What follows belongs to an exercise in optimizing a design on an open flow for small area and a short achievable clock period; a production flow would make more cautious choices. RTL that was checked went through simulation tests only; none was proved equivalent to the original. No activity file was given, so power comes from the tool's default toggle rates.

==> run M: inputs <==
## coproc_top
module coproc_top (
  input  logic                CLOCK_50,
  input  logic                hps_fpga_reset_n,
  input  logic [word_w-1:0]   in_readdata,
  input  logic                in_waitrequest,
  output logic                in_read,
  output logic [word_w-1:0]   out_writedata,
  output logic                out_write,
  input  logic                out_waitrequest,
  input  logic [2:0]          reset_req,
  output logic                cold_reset,
  output logic                warm_reset,
  output logic                debug_reset,
  output logic [uptime_w-1:0] status_count,
  output logic [led_w-1:0]    ledr
);
export LEC_CHECK = 0
export ABC_CLOCK_PERIOD_IN_PS = 3000
export CAP_MARGIN = 20
export CORE_MARGIN = 2
export CORE_UTILIZATION = 55
export SETUP_SLACK_MARGIN = 3.7
export SLEW_MARGIN = 20
export SYNTH_HIERARCHICAL = 1
create_clock -name core_clock -period 6.8 [get_ports {CLOCK_50}]
run.sh (not shown) runs the stock make flow with config.mk's settings and CLKGATE_MAP_FILE= SYNTH_SCRIPT=/design/flow/synth_recipe.tcl, a recipe that flattens the netlist after the stock synthesis.
==> run K: changes against run M <==
==> flow/flow/run.sh (new file) <==
#!/bin/bash
# Layout flow: the standard ORFS flow, with the port buffers that the
# placement step inserts made from sky130_fd_sc_hd__buf_1, which the timing
# repair may then resize, instead of the delay-cell buffer the resizer picks.
set -euo pipefail
bash standard.sh "BUFFER_PORTS_ARGS=-buffer_cell sky130_fd_sc_hd__buf_1" finish > orfs_make.log 2>&1
==> flow/standard.sh (new file) <==
#!/bin/bash
# synth_recipe.tcl (not shown) runs the flow's synth.tcl, then flattens the netlist and writes it again
# the make line also repeats each setting of config.mk as NAME=value (left out here)
make -C /OpenROAD-flow-scripts/flow DESIGN_CONFIG=/design/flow/config.mk WORK_HOME=/design/flow/orfs CLKGATE_MAP_FILE= SYNTH_SCRIPT=/design/flow/synth_recipe.tcl "${@:-finish}"
--- a/flow/config.mk
+++ b/flow/config.mk
@@ -9,6 +9,6 @@
 export CAP_MARGIN = 20
 export CORE_MARGIN = 2
 export CORE_UTILIZATION = 55
-export SETUP_SLACK_MARGIN = 3.7
+export SETUP_SLACK_MARGIN = 3.6
 export SLEW_MARGIN = 20
 export SYNTH_HIERARCHICAL = 1
removed: flow/run.sh
==> run H: changes against run M <==
--- a/flow/config.mk
+++ b/flow/config.mk
@@ -9,6 +9,6 @@
 export CAP_MARGIN = 20
 export CORE_MARGIN = 2
 export CORE_UTILIZATION = 55
-export SETUP_SLACK_MARGIN = 3.7
+export SETUP_SLACK_MARGIN = 3.5
 export SLEW_MARGIN = 20
 export SYNTH_HIERARCHICAL = 1
==> results.txt <==
                                                                                    run M              run K              run H
Fraction of power spent switching nets                                              39.3%              39.8%              39.2%
Placer congestion estimate                                                          0.864              0.857              0.839
Net Switching                                                                     2.65 mW            2.62 mW            2.60 mW
Power Internal                                                                    4.10 mW            3.95 mW            4.04 mW
Layout buffering overhead excluding clock cells                                     14.7%              9.88%              14.3%
Worst Hold Margin                                                                0.378 ns           0.373 ns           0.383 ns
Count of routing violations after the opening detailed-route iteration                934                912                884
Outcome                                                                    finished clean     finished clean     finished clean
Clk tree area frac                                                                  3.49%              4.22%              3.89%
Crit path launch type                                                           flip-flop          flip-flop      primary input
Clock skew                                                                      0.0192 ns          0.0209 ns          0.0125 ns
Routed WL per cell                                                                19.5 um            19.0 um            18.3 um
Largest fanout of any net on the critical path                                          6                  8                  2
Largest net degree at the start of global routing                                     133                 82                133
Slew at the pin with the worst max-slew slack                                    0.833 ns            1.02 ns           0.892 ns
Met3 GRT Util                                                                       4.85%              4.79%              4.51%
Detailed Place HPWL                                                               19.0 mm            19.5 mm            18.8 mm
Worst reg2reg path endpoint                                             mult_inst.y_q[13]  mult_inst.y_q[13]  mult_inst.y_q[17]
Worst path max stage delay                                                        0.58 ns            0.52 ns            0.24 ns
Static Leak                                                                       6.44 nW            6.01 nW            6.33 nW
Setup Crit Path Kind                                                              reg2reg            reg2reg             in2out
Placement Cell Area                                                           0.0145 mm^2        0.0138 mm^2        0.0145 mm^2
Number of non-clock buffers in the layout                                             248                222                234
Logic depth of the worst path, buffers included                                         7                  7                  3
Global routing usage on met1                                                        35.8%              34.0%              33.0%
No functional check of the RTL was part of any run of this note.


==> inputs of run a <==
coproc_top, a different RTL version from the one above (not shown whole).
Settings: LEC_CHECK=0, CAP_MARGIN=20, CORE_MARGIN=2, CORE_UTILIZATION=55, SETUP_SLACK_MARGIN=3.7, SLEW_MARGIN=20, SYNTH_HIERARCHICAL=1; clock period 6.8 ns.
standard.sh (not shown) runs the stock make flow with config.mk's settings and CLKGATE_MAP_FILE= SYNTH_SCRIPT=/design/flow/synth_recipe.tcl, a recipe that flattens the netlist after the stock synthesis.
==> flow/flow/run.sh <==
#!/bin/bash
# Layout flow: the standard ORFS flow, with the port buffers that the
# placement step inserts made from sky130_fd_sc_hd__buf_1, which the timing
# repair may then resize, instead of the delay-cell buffer the resizer picks.
set -euo pipefail
bash standard.sh "BUFFER_PORTS_ARGS=-buffer_cell sky130_fd_sc_hd__buf_1" finish > orfs_make.log 2>&1
==> inputs of run b, as changes to run a <==
--- a/flow/design.v
+++ b/flow/design.v
@@ -895,11 +895,227 @@
   mult_ha u_s445 (.a(s1_q[70]), .b(s1_q[71]), .s(s445), .co(c446));
   mult_ha u_s447 (.a(s1_q[72]), .b(s1_q[73]), .s(s447), .co(c448));
   mult_ha u_s449 (.a(s1_q[74]), .b(s1_q[75]), .s(s449), .co(c450));
   assign x2  = {s449, s447, s445, s443, s441, s439, s437, s435, s433, s431, s429, s427, s425, s423, s421, s419, s417, s415, s413, s411, s409, s1_q[16], s1_q[14], s1_q[12], s1_q[10], s1_q[8], s1_q[6], s1_q[4]};
   assign y2  = {c448, c446, c444, c442, c440, c438, c436, c434, c432, c430, c428, c426, c424, c422, c420, c418, c416, c414, c412, c410, s1_q[21], s1_q[17], s1_q[15], s1_q[13], s1_q[11], s1_q[9], s1_q[7], s1_q[5]};
-  assign sum2 = x2 + y2 + 28'(s1_q[76]);
+  logic [27:0] g0, p0, cy;
+  assign g0 = x2 & y2;
+  assign p0 = x2 ^ y2;
+  logic bg1;
+  assign bg1 = g0[0] | (p0[0] & s1_q[76]);
+  logic bg2;
+  assign bg2 = g0[2] | (p0[2] & g0[1]);
+  logic bp2;
+  assign bp2 = p0[2] & p0[1];
+  logic bg3;
+  assign bg3 = g0[4] | (p0[4] & g0[3]);
+  logic bp3;
+  assign bp3 = p0[4] & p0[3];
+  logic bg4;
+  assign bg4 = g0[6] | (p0[6] & g0[5]);
+  logic bp4;
+  assign bp4 = p0[6] & p0[5];
+  logic bg5;
+  assign bg5 = g0[8] | (p0[8] & g0[7]);
+  logic bp5;
+  assign bp5 = p0[8] & p0[7];
+  logic bg6;
+  assign bg6 = g0[10] | (p0[10] & g0[9]);
+  logic bp6;
+  assign bp6 = p0[10] & p0[9];
+  logic bg7;
+  assign bg7 = g0[12] | (p0[12] & g0[11]);
+  logic bp7;
+  assign bp7 = p0[12] & p0[11];
+  logic bg8;
+  assign bg8 = g0[14] | (p0[14] & g0[13]);
+  logic bp8;
+  assign bp8 = p0[14] & p0[13];
+  logic bg9;
+  assign bg9 = g0[16] | (p0[16] & g0[15]);
+  logic bp9;
+  assign bp9 = p0[16] & p0[15];
+  logic bg10;
+  assign bg10 = g0[18] | (p0[18] & g0[17]);
+  logic bp10;
+  assign bp10 = p0[18] & p0[17];
+  logic bg11;
+  assign bg11 = g0[20] | (p0[20] & g0[19]);
+  logic bp11;
+  assign bp11 = p0[20] & p0[19];
+  logic bg12;
+  assign bg12 = g0[22] | (p0[22] & g0[21]);
+  logic bp12;
+  assign bp12 = p0[22] & p0[21];
+  logic bg13;
+  assign bg13 = g0[24] | (p0[24] & g0[23]);
+  logic bp13;
+  assign bp13 = p0[24] & p0[23];
+  logic bg14;
+  assign bg14 = g0[26] | (p0[26] & g0[25]);
+  logic bp14;
+  assign bp14 = p0[26] & p0[25];
+  logic bg15;
+  assign bg15 = g0[1] | (p0[1] & bg1);
+  logic bg16;
+  assign bg16 = bg2 | (bp2 & bg1);
+  logic bg17;
+  assign bg17 = g0[5] | (p0[5] & bg3);
+  logic bp17;
+  assign bp17 = p0[5] & bp3;
+  logic bg18;
+  assign bg18 = bg4 | (bp4 & bg3);
+  logic bp18;
+  assign bp18 = bp4 & bp3;
+  logic bg19;
+  assign bg19 = g0[9] | (p0[9] & bg5);
+  logic bp19;
+  assign bp19 = p0[9] & bp5;
+  logic bg20;
+  assign bg20 = bg6 | (bp6 & bg5);
+  logic bp20;
+  assign bp20 = bp6 & bp5;
+  logic bg21;
+  assign bg21 = g0[13] | (p0[13] & bg7);
+  logic bp21;
+  assign bp21 = p0[13] & bp7;
+  logic bg22;
+  assign bg22 = bg8 | (bp8 & bg7);
+  logic bp22;
+  assign bp22 = bp8 & bp7;
+  logic bg23;
+  assign bg23 = g0[17] | (p0[17] & bg9);
+  logic bp23;
+  assign bp23 = p0[17] & bp9;
+  logic bg24;
+  assign bg24 = bg10 | (bp10 & bg9);
+  logic bp24;
+  assign bp24 = bp10 & bp9;
+  logic bg25;
+  assign bg25 = g0[21] | (p0[21] & bg11);
+  logic bp25;
+  assign bp25 = p0[21] & bp11;
+  logic bg26;
+  assign bg26 = bg12 | (bp12 & bg11);
+  logic bp26;
+  assign bp26 = bp12 & bp11;
+  logic bg27;
+  assign bg27 = g0[25] | (p0[25] & bg13);
+  logic bp27;
+  assign bp27 = p0[25] & bp13;
+  logic bg28;
+  assign bg28 = bg14 | (bp14 & bg13);
+  logic bp28;
+  assign bp28 = bp14 & bp13;
+  logic bg29;
+  assign bg29 = g0[3] | (p0[3] & bg16);
+  logic bg30;
+  assign bg30 = bg3 | (bp3 & bg16);
+  logic bg31;
+  assign bg31 = bg17 | (bp17 & bg16);
+  logic bg32;
+  assign bg32 = bg18 | (bp18 & bg16);
+  logic bg33;
+  assign bg33 = g0[11] | (p0[11] & bg20);
+  logic bp33;
+  assign bp33 = p0[11] & bp20;
+  logic bg34;
+  assign bg34 = bg7 | (bp7 & bg20);
+  logic bp34;
+  assign bp34 = bp7 & bp20;
+  logic bg35;
+  assign bg35 = bg21 | (bp21 & bg20);
+  logic bp35;
+  assign bp35 = bp21 & bp20;
+  logic bg36;
+  assign bg36 = bg22 | (bp22 & bg20);
+  logic bp36;
+  assign bp36 = bp22 & bp20;
+  logic bg37;
+  assign bg37 = g0[19] | (p0[19] & bg24);
+  logic bp37;
+  assign bp37 = p0[19] & bp24;
+  logic bg38;
+  assign bg38 = bg11 | (bp11 & bg24);
+  logic bp38;
+  assign bp38 = bp11 & bp24;
+  logic bg39;
+  assign bg39 = bg25 | (bp25 & bg24);
+  logic bp39;
+  assign bp39 = bp25 & bp24;
+  logic bg40;
+  assign bg40 = bg26 | (bp26 & bg24);
+  logic bp40;
+  assign bp40 = bp26 & bp24;
+  logic bg41;
+  assign bg41 = g0[27] | (p0[27] & bg28);
+  logic bp41;
+  assign bp41 = p0[27] & bp28;
+  logic bg42;
+  assign bg42 = g0[7] | (p0[7] & bg32);
+  logic bg43;
+  assign bg43 = bg5 | (bp5 & bg32);
+  logic bg44;
+  assign bg44 = bg19 | (bp19 & bg32);
+  logic bg45;
+  assign bg45 = bg20 | (bp20 & bg32);
+  logic bg46;
+  assign bg46 = bg33 | (bp33 & bg32);
+  logic bg47;
+  assign bg47 = bg34 | (bp34 & bg32);
+  logic bg48;
+  assign bg48 = bg35 | (bp35 & bg32);
+  logic bg49;
+  assign bg49 = bg36 | (bp36 & bg32);
+  logic bg50;
+  assign bg50 = g0[23] | (p0[23] & bg40);
+  logic bp50;
+  assign bp50 = p0[23] & bp40;
+  logic bg51;
+  assign bg51 = bg13 | (bp13 & bg40);
+  logic bp51;
+  assign bp51 = bp13 & bp40;
+  logic bg52;
+  assign bg52 = bg27 | (bp27 & bg40);
+  logic bp52;
+  assign bp52 = bp27 & bp40;
+  logic bg53;
+  assign bg53 = bg28 | (bp28 & bg40);
+  logic bp53;
+  assign bp53 = bp28 & bp40;
+  logic bg54;
+  assign bg54 = bg41 | (bp41 & bg40);
+  logic bp54;
+  assign bp54 = bp41 & bp40;
+  logic bg55;
+  assign bg55 = g0[15] | (p0[15] & bg49);
+  logic bg56;
+  assign bg56 = bg9 | (bp9 & bg49);
+  logic bg57;
+  assign bg57 = bg23 | (bp23 & bg49);
+  logic bg58;
+  assign bg58 = bg24 | (bp24 & bg49);
+  logic bg59;
+  assign bg59 = bg37 | (bp37 & bg49);
+  logic bg60;
+  assign bg60 = bg38 | (bp38 & bg49);
+  logic bg61;
+  assign bg61 = bg39 | (bp39 & bg49);
+  logic bg62;
+  assign bg62 = bg40 | (bp40 & bg49);
+  logic bg63;
+  assign bg63 = bg50 | (bp50 & bg49);
+  logic bg64;
+  assign bg64 = bg51 | (bp51 & bg49);
+  logic bg65;
+  assign bg65 = bg52 | (bp52 & bg49);
+  logic bg66;
+  assign bg66 = bg53 | (bp53 & bg49);
+  logic bg67;
+  assign bg67 = bg54 | (bp54 & bg49);
+  assign cy = {bg66, bg65, bg64, bg63, bg62, bg61, bg60, bg59, bg58, bg57, bg56, bg55, bg49, bg48, bg47, bg46, bg45, bg44, bg43, bg42, bg32, bg31, bg30, bg29, bg16, bg15, bg1, s1_q[76]};
+  assign sum2 = p0 ^ cy;
   assign p_d = {sum2, {s1_q[3], s1_q[2], s1_q[1], s1_q[0]}};
   always_ff @(posedge CLOCK_50) begin
     if (!stall) begin
       a_q    <= in_readdata[operand_w-1:0];
       one_q  <= one_d;
--- a/flow/config.mk
+++ b/flow/config.mk
@@ -5,9 +5,13 @@
 export SDC_FILE = /design/flow/constraint.sdc
 export NUM_CORES = 4
 export LEC_CHECK = 0
 export CAP_MARGIN = 20
 export CORE_MARGIN = 2
-export CORE_UTILIZATION = 55
+export CORE_UTILIZATION = 60
+export CTS_BUF_LIST = sky130_fd_sc_hd__clkbuf_8 sky130_fd_sc_hd__clkbuf_16
+export CTS_CLUSTER_DIAMETER = 100
+export CTS_CLUSTER_SIZE = 20
 export SETUP_SLACK_MARGIN = 3.7
 export SLEW_MARGIN = 20
 export SYNTH_HIERARCHICAL = 1
+export TNS_END_PERCENT = 5
==> metrics.csv <==
metric,value,unit
Synth Cell Area,0.01329,mm²
total track usage,22.85,%
multi-input gate share of the layout cell area,48.93,%
final WL,26060,µm
XOR/XNOR Fraction of Synth Area,10.61,%
Final Critical Period,3.092,ns
Initial Utilization,61.11,%
Setup WS pre-CTS,3.338,ns
outcome,timing/DRC/antenna clean,
met2 Use GR,34.66,%
r2r setup slk,3.75,ns
The numbers above come from run b.

==> metrics.csv <==
metric,value,unit
outcome,timing/DRC/antenna clean,
Final Critical Period,3.064,ns
total track usage,21.99,%
multi-input gate share of the layout cell area,47.00,%
final WL,28060,µm
Synth Cell Area,0.01352,mm²
XOR/XNOR Fraction of Synth Area,10.88,%
r2r setup slk,3.77,ns
Initial Utilization,55.77,%
Setup WS pre-CTS,3.587,ns
The numbers above come from run a.

Only the layout flow was run in run a; the RTL was not checked for function there.

what the ideal ports hide:
In the flow no input, the clock included, has a driving cell. The finished layouts below were timed again as built, in two steps.
Step 1 (the two cells are an assumption about what drives the block):
set clk [get_ports {CLOCK_50}]
set_driving_cell -lib_cell sky130_fd_sc_hd__clkbuf_16 $clk
set_driving_cell -lib_cell sky130_fd_sc_hd__buf_2 [delete_from_list [all_inputs] $clk]
Step 2, shift: input delay + t, output delay - t, t = (earliest + latest rising clock arrival at the registers) / 2. This alone moves slack from input paths to output paths.
Three values: no drivers, after step 1, after step 2; two values: the first two.
| run | t (ns) | slack for setup (ns) | worst setup path after step 2 | slew at the worst register clock pin (ns) | cell pins on the clock port's net |
|---|---|---|---|---|---|
| run M | 0.490 | 3.608 / 3.608 / 3.608 | register to register | 0.09 / 0.09 | 1 |
| run K | 0.493 | 3.607 / 3.607 / 3.356 | input to register | 0.09 / 0.09 | 1 |
| run H | 0.481 | 3.574 / 3.551 / 3.551 | input to output | 0.08 / 0.08 | 1 |
| run a | 0.559 | 3.736 / 3.715 / 3.697 | input to register | 0.06 / 0.06 | 1 |
| run b | 0.524 | 3.708 / 3.688 / 3.494 | input to register | 0.08 / 0.08 | 1 |
After both steps every run listed still meets setup and hold. For run K, which loses most, drivers alone change the setup slack by 0.000 ns; drivers and shift together by -0.251 ns.
